Background: an optimization exercise with open tools, aiming at small area. Do not read the settings as production practice.
Where RTL was checked, it was by simulation tests only, not by an equivalence proof against the original.

==> flow/design.v (excerpt) <==
module idct_stage1_top #(
    parameter int BLOCK_COLS = 40,
    parameter int BLOCK_ROWS = 30,
    parameter int RESULT_BASE = 76800
) (
    input  logic       CLOCK,
    input  logic       Resetn,
    input  logic       start,
    input  sram_map_pkg::sram_data_t sram_read_data,
    output sram_map_pkg::sram_addr_t sram_address,
    output sram_map_pkg::sram_data_t sram_write_data,
    output logic       sram_we_n,
    output logic       busy,
    output logic       done
);
export LEC_CHECK = 0
export CAP_MARGIN = 0
export CORE_MARGIN = 2
export CORE_UTILIZATION = 60
export SLEW_MARGIN = 0
create_clock -name core_clock -period 12.0 [get_ports {CLOCK}]
standard.sh (not shown) runs the stock make flow with config.mk's settings and CLKGATE_MAP_FILE= SYNTH_SCRIPT=/design/flow/synth_recipe.tcl, a recipe that flattens the netlist after the stock synthesis.
==> flow/flow/run.sh <==
#!/bin/bash
# Layout flow: the standard flow (standard.sh), with three changes:
# - Yosys's technology mapping step runs ABC with flow/abc_map.script
#   (area-oriented mapping, no delay-driven buffering or upsizing) instead of
#   ORFS's abc_speed.script;
# - every input and output port still gets its own buffer, but a
#   sky130_fd_sc_hd__buf_1 (buffer_ports -buffer_cell);
# - clock tree synthesis with larger sink clusters and no dummy loads.
# Everything else, including the synthesis script synth_recipe.tcl, the
# registers it makes, floorplan, power grid, placement, CTS and routing, is the
# standard flow's.
set -euo pipefail
cd "$(dirname "$0")/.."
W=$PWD
rm -rf "$W/scripts_mod"
cp -r "$FLOW_HOME/scripts" "$W/scripts_mod"
cp "$W/flow/abc_map.script" "$W/scripts_mod/abc_speed.script"
# standard.sh with ORFS's scripts folder pointed at the copy
CTS="-repair_clock_nets -buf_list sky130_fd_sc_hd__clkbuf_8 -dont_use_dummy_load"
sed "s|^make -C |make SCRIPTS_DIR=$W/scripts_mod BUFFER_PORTS_ARGS='-buffer_cell sky130_fd_sc_hd__buf_1' CTS_ARGS='$CTS' -C |" standard.sh > standard_mod.sh
grep -q "SCRIPTS_DIR=" standard_mod.sh
bash standard_mod.sh finish > "$W/flow_make.log" 2>&1
test -s "$W/out/final.def"
==> flow/flow/abc_map.script <==
strash
dc2
&get -n
&dch -f
&nf -R 1000 -p
&put
The starting point completed without violations.
Edit:
--- a/flow/config.mk
+++ b/flow/config.mk
@@ -7,5 +7,7 @@
 export LEC_CHECK = 0
-export CAP_MARGIN = 0
+export CAP_MARGIN = 5
 export CORE_MARGIN = 2
-export CORE_UTILIZATION = 60
-export SLEW_MARGIN = 0
+export CORE_UTILIZATION = 40
+export GPL_ROUTABILITY_DRIVEN = 0
+export GPL_TIMING_DRIVEN = 0
+export SLEW_MARGIN = 5
Sequential share of layout area is lower by 0.55 points; utilization drops by 23 points; worst setup slack gets worse by 730 ps.
Edit:
--- a/flow/config.mk
+++ b/flow/config.mk
@@ -10,4 +10,3 @@
 export CORE_UTILIZATION = 40
-export GPL_ROUTABILITY_DRIVEN = 0
-export GPL_TIMING_DRIVEN = 0
+export CTS_BUF_LIST = sky130_fd_sc_hd__clkbuf_8
 export SLEW_MARGIN = 5
After rerunning: Cell count drops by 0.93%. Worst setup slack gets better by 700 ps. Die area is unchanged. Non-clock buffer count shrinks by 7. Cell area goes down by 1.4%. Sequential cell count stays the same. Routed wire length grows by 1.3%.
Edit:
--- a/flow/flow/run.sh
+++ b/flow/flow/run.sh
@@ -18,3 +18,3 @@
 # standard.sh with ORFS's scripts folder pointed at the copy
-CTS="-repair_clock_nets -buf_list sky130_fd_sc_hd__clkbuf_8 -dont_use_dummy_load"
+CTS="-sink_clustering_enable -repair_clock_nets -buf_list sky130_fd_sc_hd__clkbuf_16 -sink_clustering_size 60 -sink_clustering_max_diameter 500 -dont_use_dummy_load"
 sed "s|^make -C |make SCRIPTS_DIR=$W/scripts_mod BUFFER_PORTS_ARGS='-buffer_cell sky130_fd_sc_hd__buf_1' CTS_ARGS='$CTS' -C |" standard.sh > standard_mod.sh
Clock-buffer cell count is unchanged.
Sequential share of layout area shrinks by 0.25 points.
Core utilization goes up by 0.50 points.
Global-route usage is about the same.
Setup slack got worse by 9.9 ps.
Die area stays the same.
Function was not checked in any run of this note: the RTL went through the layout flow alone.

idct_stage1_top, a different RTL version from the one above (not shown whole).
For scale: roughly 560 cells after synthesis, roughly 56 flip-flops, ~56 I/O pins.
clock: 12.0 ns
lec_check: 0
cap_margin: 5
core_margin: 2
core_utilization: 40
cts_buf_list: sky130_fd_sc_hd__clkbuf_8
slew_margin: 5
==> flow/flow/run.sh <==
#!/bin/bash
# Layout flow: the standard flow (standard.sh), with three changes:
# - Yosys's technology mapping step runs ABC with flow/abc_map.script
#   (area-oriented mapping, no delay-driven buffering or upsizing) instead of
#   ORFS's abc_speed.script;
# - every input and output port still gets its own buffer, but a
#   sky130_fd_sc_hd__buf_1 (buffer_ports -buffer_cell);
# - clock tree synthesis with larger sink clusters and no dummy loads.
# Everything else, including the synthesis script synth_recipe.tcl, the
# registers it makes, floorplan, power grid, placement, CTS and routing, is the
# standard flow's.
set -euo pipefail
cd "$(dirname "$0")/.."
W=$PWD
rm -rf "$W/scripts_mod"
cp -r "$FLOW_HOME/scripts" "$W/scripts_mod"
cp "$W/flow/abc_map.script" "$W/scripts_mod/abc_speed.script"
# standard.sh with ORFS's scripts folder pointed at the copy
CTS="-sink_clustering_enable -repair_clock_nets -buf_list sky130_fd_sc_hd__clkbuf_8 -sink_clustering_size 30 -sink_clustering_max_diameter 150 -dont_use_dummy_load"
sed "s|^make -C |make SCRIPTS_DIR=$W/scripts_mod BUFFER_PORTS_ARGS='-buffer_cell sky130_fd_sc_hd__buf_1' CTS_ARGS='$CTS' -C |" standard.sh > standard_mod.sh
grep -q "SCRIPTS_DIR=" standard_mod.sh
bash standard_mod.sh finish > "$W/flow_make.log" 2>&1
test -s "$W/out/final.def"
Scripts as last shown in full above: flow/flow/abc_map.script
Next try:
==> flow/flow/run.sh (replaced) <==
#!/bin/bash
# Layout flow: the standard flow (standard.sh), with two changes:
# - Yosys's technology mapping step runs ABC with flow/abc_map.script
#   (area-oriented mapping, no delay-driven buffering or upsizing) instead of
#   ORFS's abc_speed.script;
# - every input and output port still gets its own buffer, but a
#   sky130_fd_sc_hd__buf_1 (buffer_ports -buffer_cell).
# Everything else, including the synthesis script synth_recipe.tcl, the
# registers it makes, floorplan, power grid, placement, CTS and routing, is the
# standard flow's.
set -euo pipefail
cd "$(dirname "$0")/.."
W=$PWD
rm -rf "$W/scripts_mod"
cp -r "$FLOW_HOME/scripts" "$W/scripts_mod"
cp "$W/flow/abc_map.script" "$W/scripts_mod/abc_speed.script"
# standard.sh with ORFS's scripts folder pointed at the copy
sed "s|^make -C |make SCRIPTS_DIR=$W/scripts_mod BUFFER_PORTS_ARGS='-buffer_cell sky130_fd_sc_hd__buf_1' -C |" standard.sh > standard_mod.sh
grep -q "SCRIPTS_DIR=" standard_mod.sh
bash standard_mod.sh finish > "$W/flow_make.log" 2>&1
test -s "$W/out/final.def"
- non-clock buffer count is unchanged
- worst setup slack improved by 0.020 ns
- sequential share of layout area decreases by 0.11 points
- cell area increases by about 0.5%
- global-route usage hardly moves
- worst hold slack hardly moves
- wire length increases by about 0.3%
- via count increases by 0.71%
- utilization increases by 0.22 points

The RTL this note starts from:
==> flow/design.v <==
package dct_pkg;
    typedef logic signed [15:0] coef_t;
    typedef logic signed [15:0] sample_t;
    localparam int PROD_SHIFT = 8;   
    function automatic coef_t dct_coef(input logic [2:0] k, input logic [2:0] j);
        case ({k, j})
            6'o00: dct_coef = 16'sd1448;
            6'o01: dct_coef = 16'sd2008;
            6'o02: dct_coef = 16'sd1892;
            6'o03: dct_coef = 16'sd1702;
            6'o04: dct_coef = 16'sd1448;
            6'o05: dct_coef = 16'sd1137;
            6'o06: dct_coef = 16'sd783;
            6'o07: dct_coef = 16'sd399;
            6'o10: dct_coef = 16'sd1448;
            6'o11: dct_coef = 16'sd1702;
            6'o12: dct_coef = 16'sd783;
            6'o13: dct_coef = -16'sd399;
            6'o14: dct_coef = -16'sd1448;
            6'o15: dct_coef = -16'sd2008;
            6'o16: dct_coef = -16'sd1892;
            6'o17: dct_coef = -16'sd1137;
            6'o20: dct_coef = 16'sd1448;
            6'o21: dct_coef = 16'sd1137;
            6'o22: dct_coef = -16'sd783;
            6'o23: dct_coef = -16'sd2008;
            6'o24: dct_coef = -16'sd1448;
            6'o25: dct_coef = 16'sd399;
            6'o26: dct_coef = 16'sd1892;
            6'o27: dct_coef = 16'sd1702;
            6'o30: dct_coef = 16'sd1448;
            6'o31: dct_coef = 16'sd399;
            6'o32: dct_coef = -16'sd1892;
            6'o33: dct_coef = -16'sd1137;
            6'o34: dct_coef = 16'sd1448;
            6'o35: dct_coef = 16'sd1702;
            6'o36: dct_coef = -16'sd783;
            6'o37: dct_coef = -16'sd2008;
            6'o40: dct_coef = 16'sd1448;
            6'o41: dct_coef = -16'sd399;
            6'o42: dct_coef = -16'sd1892;
            6'o43: dct_coef = 16'sd1137;
            6'o44: dct_coef = 16'sd1448;
            6'o45: dct_coef = -16'sd1702;
            6'o46: dct_coef = -16'sd783;
            6'o47: dct_coef = 16'sd2008;
            6'o50: dct_coef = 16'sd1448;
            6'o51: dct_coef = -16'sd1137;
            6'o52: dct_coef = -16'sd783;
            6'o53: dct_coef = 16'sd2008;
            6'o54: dct_coef = -16'sd1448;
            6'o55: dct_coef = -16'sd399;
            6'o56: dct_coef = 16'sd1892;
            6'o57: dct_coef = -16'sd1702;
            6'o60: dct_coef = 16'sd1448;
            6'o61: dct_coef = -16'sd1702;
            6'o62: dct_coef = 16'sd783;
            6'o63: dct_coef = 16'sd399;
            6'o64: dct_coef = -16'sd1448;
            6'o65: dct_coef = 16'sd2008;
            6'o66: dct_coef = -16'sd1892;
            6'o67: dct_coef = 16'sd1137;
            6'o70: dct_coef = 16'sd1448;
            6'o71: dct_coef = -16'sd2008;
            6'o72: dct_coef = 16'sd1892;
            6'o73: dct_coef = -16'sd1702;
            6'o74: dct_coef = 16'sd1448;
            6'o75: dct_coef = -16'sd1137;
            6'o76: dct_coef = 16'sd783;
            6'o77: dct_coef = -16'sd399;
            default: dct_coef = '0;
        endcase
    endfunction
    function automatic logic [3:0] csd_mag(input logic [2:0] k, input logic [2:0] j);
        logic [1:0] kk;
        logic [3:0] v;
        kk = k[2] ? ~k[1:0] : k[1:0];
        case ({kk, j})
            5'o00: v = 4'h3;
            5'o01: v = 4'h6;
            5'o02: v = 4'h0;
            5'o03: v = 4'h7;
            5'o04: v = 4'h3;
            5'o05: v = 4'h5;
            5'o06: v = 4'h1;
            5'o07: v = 4'h4;
            5'o10: v = 4'h3;
            5'o11: v = 4'h7;
            5'o12: v = 4'h1;
            5'o13: v = 4'hc;
            5'o14: v = 4'hb;
            5'o15: v = 4'he;
            5'o16: v = 4'h8;
            5'o17: v = 4'hd;
            5'o20: v = 4'h3;
            5'o21: v = 4'h5;
            5'o22: v = 4'h9;
            5'o23: v = 4'he;
            5'o24: v = 4'hb;
            5'o25: v = 4'h4;
            5'o26: v = 4'h0;
            5'o27: v = 4'h7;
            5'o30: v = 4'h3;
            5'o31: v = 4'h4;
            5'o32: v = 4'h8;
            5'o33: v = 4'hd;
            5'o34: v = 4'h3;
            5'o35: v = 4'h7;
            5'o36: v = 4'h9;
            5'o37: v = 4'he;
            default: v = 4'h0;
        endcase
        csd_mag = {v[3] ^ (k[2] & j[0]), v[2:0]};
    endfunction
    function automatic logic [6:0] csd_step(input logic [2:0] m, input logic [2:0] t);
        case ({m, t})
            6'o00: csd_step = 7'h15;
            6'o01: csd_step = 7'h17;
            6'o02: csd_step = 7'h4b;
            6'o03: csd_step = 7'h62;
            6'o10: csd_step = 7'h09;
            6'o11: csd_step = 7'h08;
            6'o12: csd_step = 7'h44;
            6'o13: csd_step = 7'h70;
            6'o30: csd_step = 7'h05;
            6'o31: csd_step = 7'h07;
            6'o32: csd_step = 7'h03;
            6'o33: csd_step = 7'h4a;
            6'o34: csd_step = 7'h68;
            6'o40: csd_step = 7'h17;
            6'o41: csd_step = 7'h10;
            6'o42: csd_step = 7'h49;
            6'o43: csd_step = 7'h64;
            6'o50: csd_step = 7'h07;
            6'o51: csd_step = 7'h0a;
            6'o52: csd_step = 7'h40;
            6'o53: csd_step = 7'h74;
            6'o60: csd_step = 7'h15;
            6'o61: csd_step = 7'h53;
            6'o62: csd_step = 7'h6b;
            6'o70: csd_step = 7'h05;
            6'o71: csd_step = 7'h19;
            6'o72: csd_step = 7'h07;
            6'o73: csd_step = 7'h11;
            6'o74: csd_step = 7'h43;
            6'o75: csd_step = 7'h6b;
            default: csd_step = 7'h00;
        endcase
    endfunction
endpackage
package sram_map_pkg;
    typedef logic [17:0] sram_addr_t;
    typedef logic [15:0] sram_data_t;
    localparam int BLOCK_DIM = 8;
    localparam int BLOCK_SIZE = 64;
    localparam int SRAM_READ_LATENCY = 2;    
    typedef logic [6:0] buf_addr_t;   
    function automatic sram_addr_t pixel_addr(input logic [31:0] width,
                                              input sram_addr_t prow,
                                              input sram_addr_t pcol);
        sram_addr_t addr;
        addr = pcol;
        for (int b = 0; b < 18; b++) begin
            if (width[b])
                addr = addr + (prow << b);
        end
        pixel_addr = addr;
    endfunction
endpackage
`timescale 1ns/1ps
module idct_stage1_top #(
    parameter int BLOCK_COLS = 40,
    parameter int BLOCK_ROWS = 30,
    parameter int RESULT_BASE = 76800
) (
    input  logic       CLOCK,
    input  logic       Resetn,
    input  logic       start,
    input  sram_map_pkg::sram_data_t sram_read_data,
    output sram_map_pkg::sram_addr_t sram_address,
    output sram_map_pkg::sram_data_t sram_write_data,
    output logic       sram_we_n,
    output logic       busy,
    output logic       done
);
    localparam int NSEG = BLOCK_COLS * BLOCK_ROWS * sram_map_pkg::BLOCK_DIM;   
    localparam int RES_SEG = RESULT_BASE / sram_map_pkg::BLOCK_DIM;
    logic        run;        
    logic [13:0] seg;        
    logic [2:0]  j;          
    logic [2:0]  k;          
    logic [2:0]  t;          
    logic        tail;       
    logic [29:0] acc;        
    logic        cr;         
    logic [6:0]  step;
    logic [3:0]  mag;
    logic [3:0]  e;
    logic        neg, last, adv;
    logic        clr, wcyc, lastout, start_go;
    logic [2:0]  ka;
    assign mag  = dct_pkg::csd_mag(k, j);
    assign step = dct_pkg::csd_step(mag[2:0], t);
    assign e    = step[3:0];
    assign neg  = step[4] ^ mag[3];
    assign last = step[5];
    assign adv  = step[6] & !tail;
    assign clr     = tail && t == 3'd3;    
    assign wcyc    = tail && t == 3'd1;
    assign lastout = seg == 14'(NSEG - 1) && j == 3'd7;
    assign done      = run && wcyc && lastout;
    assign busy      = run && !(wcyc && lastout);
    assign sram_we_n = !(run && wcyc);
    assign start_go  = start && !busy;
    assign ka = k + 3'(adv);
    assign sram_address = wcyc ? {15'(seg) + 15'(RES_SEG), j} : {1'b0, seg, ka};
    logic        ovf;
    assign ovf = !(&acc[29:23] || !(|acc[29:23]));
    assign sram_write_data = ovf ? {acc[29], {15{!acc[29]}}} : acc[23:8];
    logic        nt;
    logic [15:0] sx;
    logic [29:0] addend;
    logic [29:0] acc_in;
    logic [29:0] sum;
    assign nt     = neg && !tail;
    assign sx     = sram_read_data ^ {16{nt}};
    logic [29:0] s1;
    logic        h0, h4, h8;
    assign h8     = e[3] && !tail;
    assign h4     = e[2] && !tail;
    assign h0     = !e[3] && !e[2] && !tail;
    assign s1     = ({{14{sx[15]}}, sx} << e[1:0]) | ({30{nt}} & ~({30{1'b1}} << e[1:0]));
    assign addend = ({30{h8}} & {s1[21:0], {8{nt}}})
                  | ({30{h4}} & {s1[25:0], {4{nt}}})
                  | ({30{h0}} & s1);
    assign acc_in = acc;
    logic [30:0] cy;
    logic [29:0] hs;
    assign cy[0]  = nt;
    assign cy[15] = cr;
    for (genvar i = 0; i < 30; i++) begin : g_add
        assign hs[i]  = acc_in[i] ^ addend[i];
        assign sum[i] = hs[i] ^ cy[i];
        if (i != 14)
            assign cy[i+1] = (acc_in[i] & addend[i]) | (cy[i] & hs[i]);
    end
    always_ff @(posedge CLOCK) begin
        acc <= {sum[29:8] & {22{!clr}}, sum[7:0] & {8{!(last || clr)}}};
        cr  <= ((acc_in[14] & addend[14]) | (cy[14] & hs[14])) && !clr;
    end
    always_ff @(posedge CLOCK or negedge Resetn) begin
        if (!Resetn) begin
            run <= 1'b0;
        end else if (start_go) begin
            run <= 1'b1;
        end else if (wcyc && lastout) begin
            run <= 1'b0;
        end
    end
    always_ff @(posedge CLOCK) begin
        if (start_go) begin
            seg  <= '0;
            j    <= '0;
            k    <= '0;
            t    <= 3'd2;
            tail <= 1'b1;
        end else if (!tail) begin
            if (last) begin
                t <= '0;
                {tail, k} <= {1'b0, k} + 4'd1;
            end else begin
                t <= t + 3'd1;
            end
        end else begin
            if (t == 3'd3) begin
                t <= '0;
                tail <= 1'b0;
            end else begin
                t <= t + 3'd1;
            end
            if (t == 3'd1) begin
                j <= j + 3'd1;
                if (j == 3'd7)
                    seg <= seg + 14'd1;
            end
        end
    end
endmodule
==> flow/config.mk <==
export PLATFORM = sky130hd
export DESIGN_NAME = idct_stage1_top
export DESIGN_NICKNAME = idct_stage1_top
export VERILOG_FILES = /design/flow/design.v
export SDC_FILE = /design/flow/constraint.sdc
export NUM_CORES = 4
export LEC_CHECK = 0
export CAP_MARGIN = 5
export CORE_MARGIN = 2
export CORE_UTILIZATION = 40
export CTS_BUF_LIST = sky130_fd_sc_hd__clkbuf_8
export SLEW_MARGIN = 5
==> flow/constraint.sdc <==
create_clock -name core_clock -period 12.0 [get_ports {CLOCK}]
set_input_delay 2.4000 -clock core_clock [delete_from_list [all_inputs] [get_ports {CLOCK}]]
set_output_delay 2.4000 -clock core_clock [all_outputs]
set_load 0.01 [all_outputs]
==> flow/flow/run.sh <==
#!/bin/bash
# Layout flow: the standard flow (standard.sh), with three changes:
# - Yosys's technology mapping step runs ABC with flow/abc_map.script
#   (area-oriented mapping, no delay-driven buffering or upsizing) instead of
#   ORFS's abc_speed.script;
# - every input and output port still gets its own buffer, but a
#   sky130_fd_sc_hd__buf_1 (buffer_ports -buffer_cell);
# - clock tree synthesis with sky130_fd_sc_hd__clkbuf_8 buffers only, without
#   sink clustering and without dummy loads.
# Everything else, including the synthesis script synth_recipe.tcl, the
# registers it makes, floorplan, power grid, placement, timing repair and
# routing, is the standard flow's. make's output goes to flow_make.log; each
# ORFS step keeps its own log under orfs/logs/.
set -euo pipefail
cd "$(dirname "$0")/.."
W=$PWD
rm -rf "$W/scripts_mod"
cp -r "$FLOW_HOME/scripts" "$W/scripts_mod"
cp "$W/flow/abc_map.script" "$W/scripts_mod/abc_speed.script"
# standard.sh with ORFS's scripts folder pointed at the copy
CTS="-repair_clock_nets -buf_list sky130_fd_sc_hd__clkbuf_8 -dont_use_dummy_load"
sed "s|^make -C |make SCRIPTS_DIR=$W/scripts_mod BUFFER_PORTS_ARGS='-buffer_cell sky130_fd_sc_hd__buf_1' CTS_ARGS='$CTS' -C |" standard.sh > standard_mod.sh
grep -q "SCRIPTS_DIR=" standard_mod.sh
bash standard_mod.sh finish > "$W/flow_make.log" 2>&1
test -s "$W/out/final.def"
Scripts as last shown in full above: flow/flow/abc_map.script
Then changed:
--- a/flow/flow/run.sh
+++ b/flow/flow/run.sh
@@ -19,5 +19,5 @@
 cp "$W/flow/abc_map.script" "$W/scripts_mod/abc_speed.script"
 # standard.sh with ORFS's scripts folder pointed at the copy
-CTS="-repair_clock_nets -buf_list sky130_fd_sc_hd__clkbuf_8 -dont_use_dummy_load"
+CTS="-repair_clock_nets -root_buf sky130_fd_sc_hd__clkbuf_8 -buf_list sky130_fd_sc_hd__clkbuf_4 -dont_use_dummy_load"
 sed "s|^make -C |make SCRIPTS_DIR=$W/scripts_mod BUFFER_PORTS_ARGS='-buffer_cell sky130_fd_sc_hd__buf_1' CTS_ARGS='$CTS' -C |" standard.sh > standard_mod.sh
 grep -q "SCRIPTS_DIR=" standard_mod.sh
After rerunning: Sequential share of layout area does not change. Register-to-register slack is about the same. Die area stays the same. Area after synthesis is unchanged. Via count stays the same. Routed wire length stays the same. Global-route usage stays the same.

[static timing again, ports no longer ideal]
Ports are ideal in the flow. The routed layouts listed here were re-timed in OpenROAD. Step 1: set_driving_cell puts a clkbuf_16 on CLOCK and a buf_2 on each other input, an assumption about the parent block. Step 2 adds t to the input delays and takes it off the output delays; t is the mean of the earliest and latest rising clock arrival at the registers after step 1. Input paths then give back, and output paths get back, about the clock's delay inside the block. Three values: ideal, step 1, step 2; two values: the first two.
| run | shift t [ns] | setup slack, ns | hold WS [ns] | worst register clock-pin slew, ns | pins driven straight from the clock port |
|---|---|---|---|---|---|
| the first run of note 1 | 0.332 | 1.715 / 1.715 / 1.715 | 0.525 / 0.525 / 0.525 | 0.11 / 0.11 | 1 |
| the second run of note 1 | 0.357 | 0.980 / 0.980 / 0.980 | 0.527 / 0.527 / 0.527 | 0.11 / 0.11 | 1 |
| the third run of note 1 | 0.360 | 1.684 / 1.684 / 1.684 | 0.516 / 0.516 / 0.516 | 0.11 / 0.11 | 1 |
| the fourth run of note 1 | 0.337 | 1.674 / 1.674 / 1.674 | 0.512 / 0.512 / 0.512 | 0.08 / 0.08 | 1 |
| the first run of note 2 | 0.340 | 1.673 / 1.673 / 1.673 | 0.511 / 0.511 / 0.511 | 0.10 / 0.10 | 1 |
| the second run of note 2 | 0.350 | 1.693 / 1.693 / 1.693 | 0.512 / 0.512 / 0.512 | 0.11 / 0.11 | 1 |
| the first run of note 3 | 0.325 | 1.539 / 1.539 / 1.539 | 0.518 / 0.518 / 0.518 | 0.10 / 0.10 | 1 |
| the second run of note 3 | 0.325 | 1.539 / 1.539 / 1.539 | 0.518 / 0.518 / 0.518 | 0.10 / 0.10 | 1 |
After both steps setup and hold are still met in every run listed.
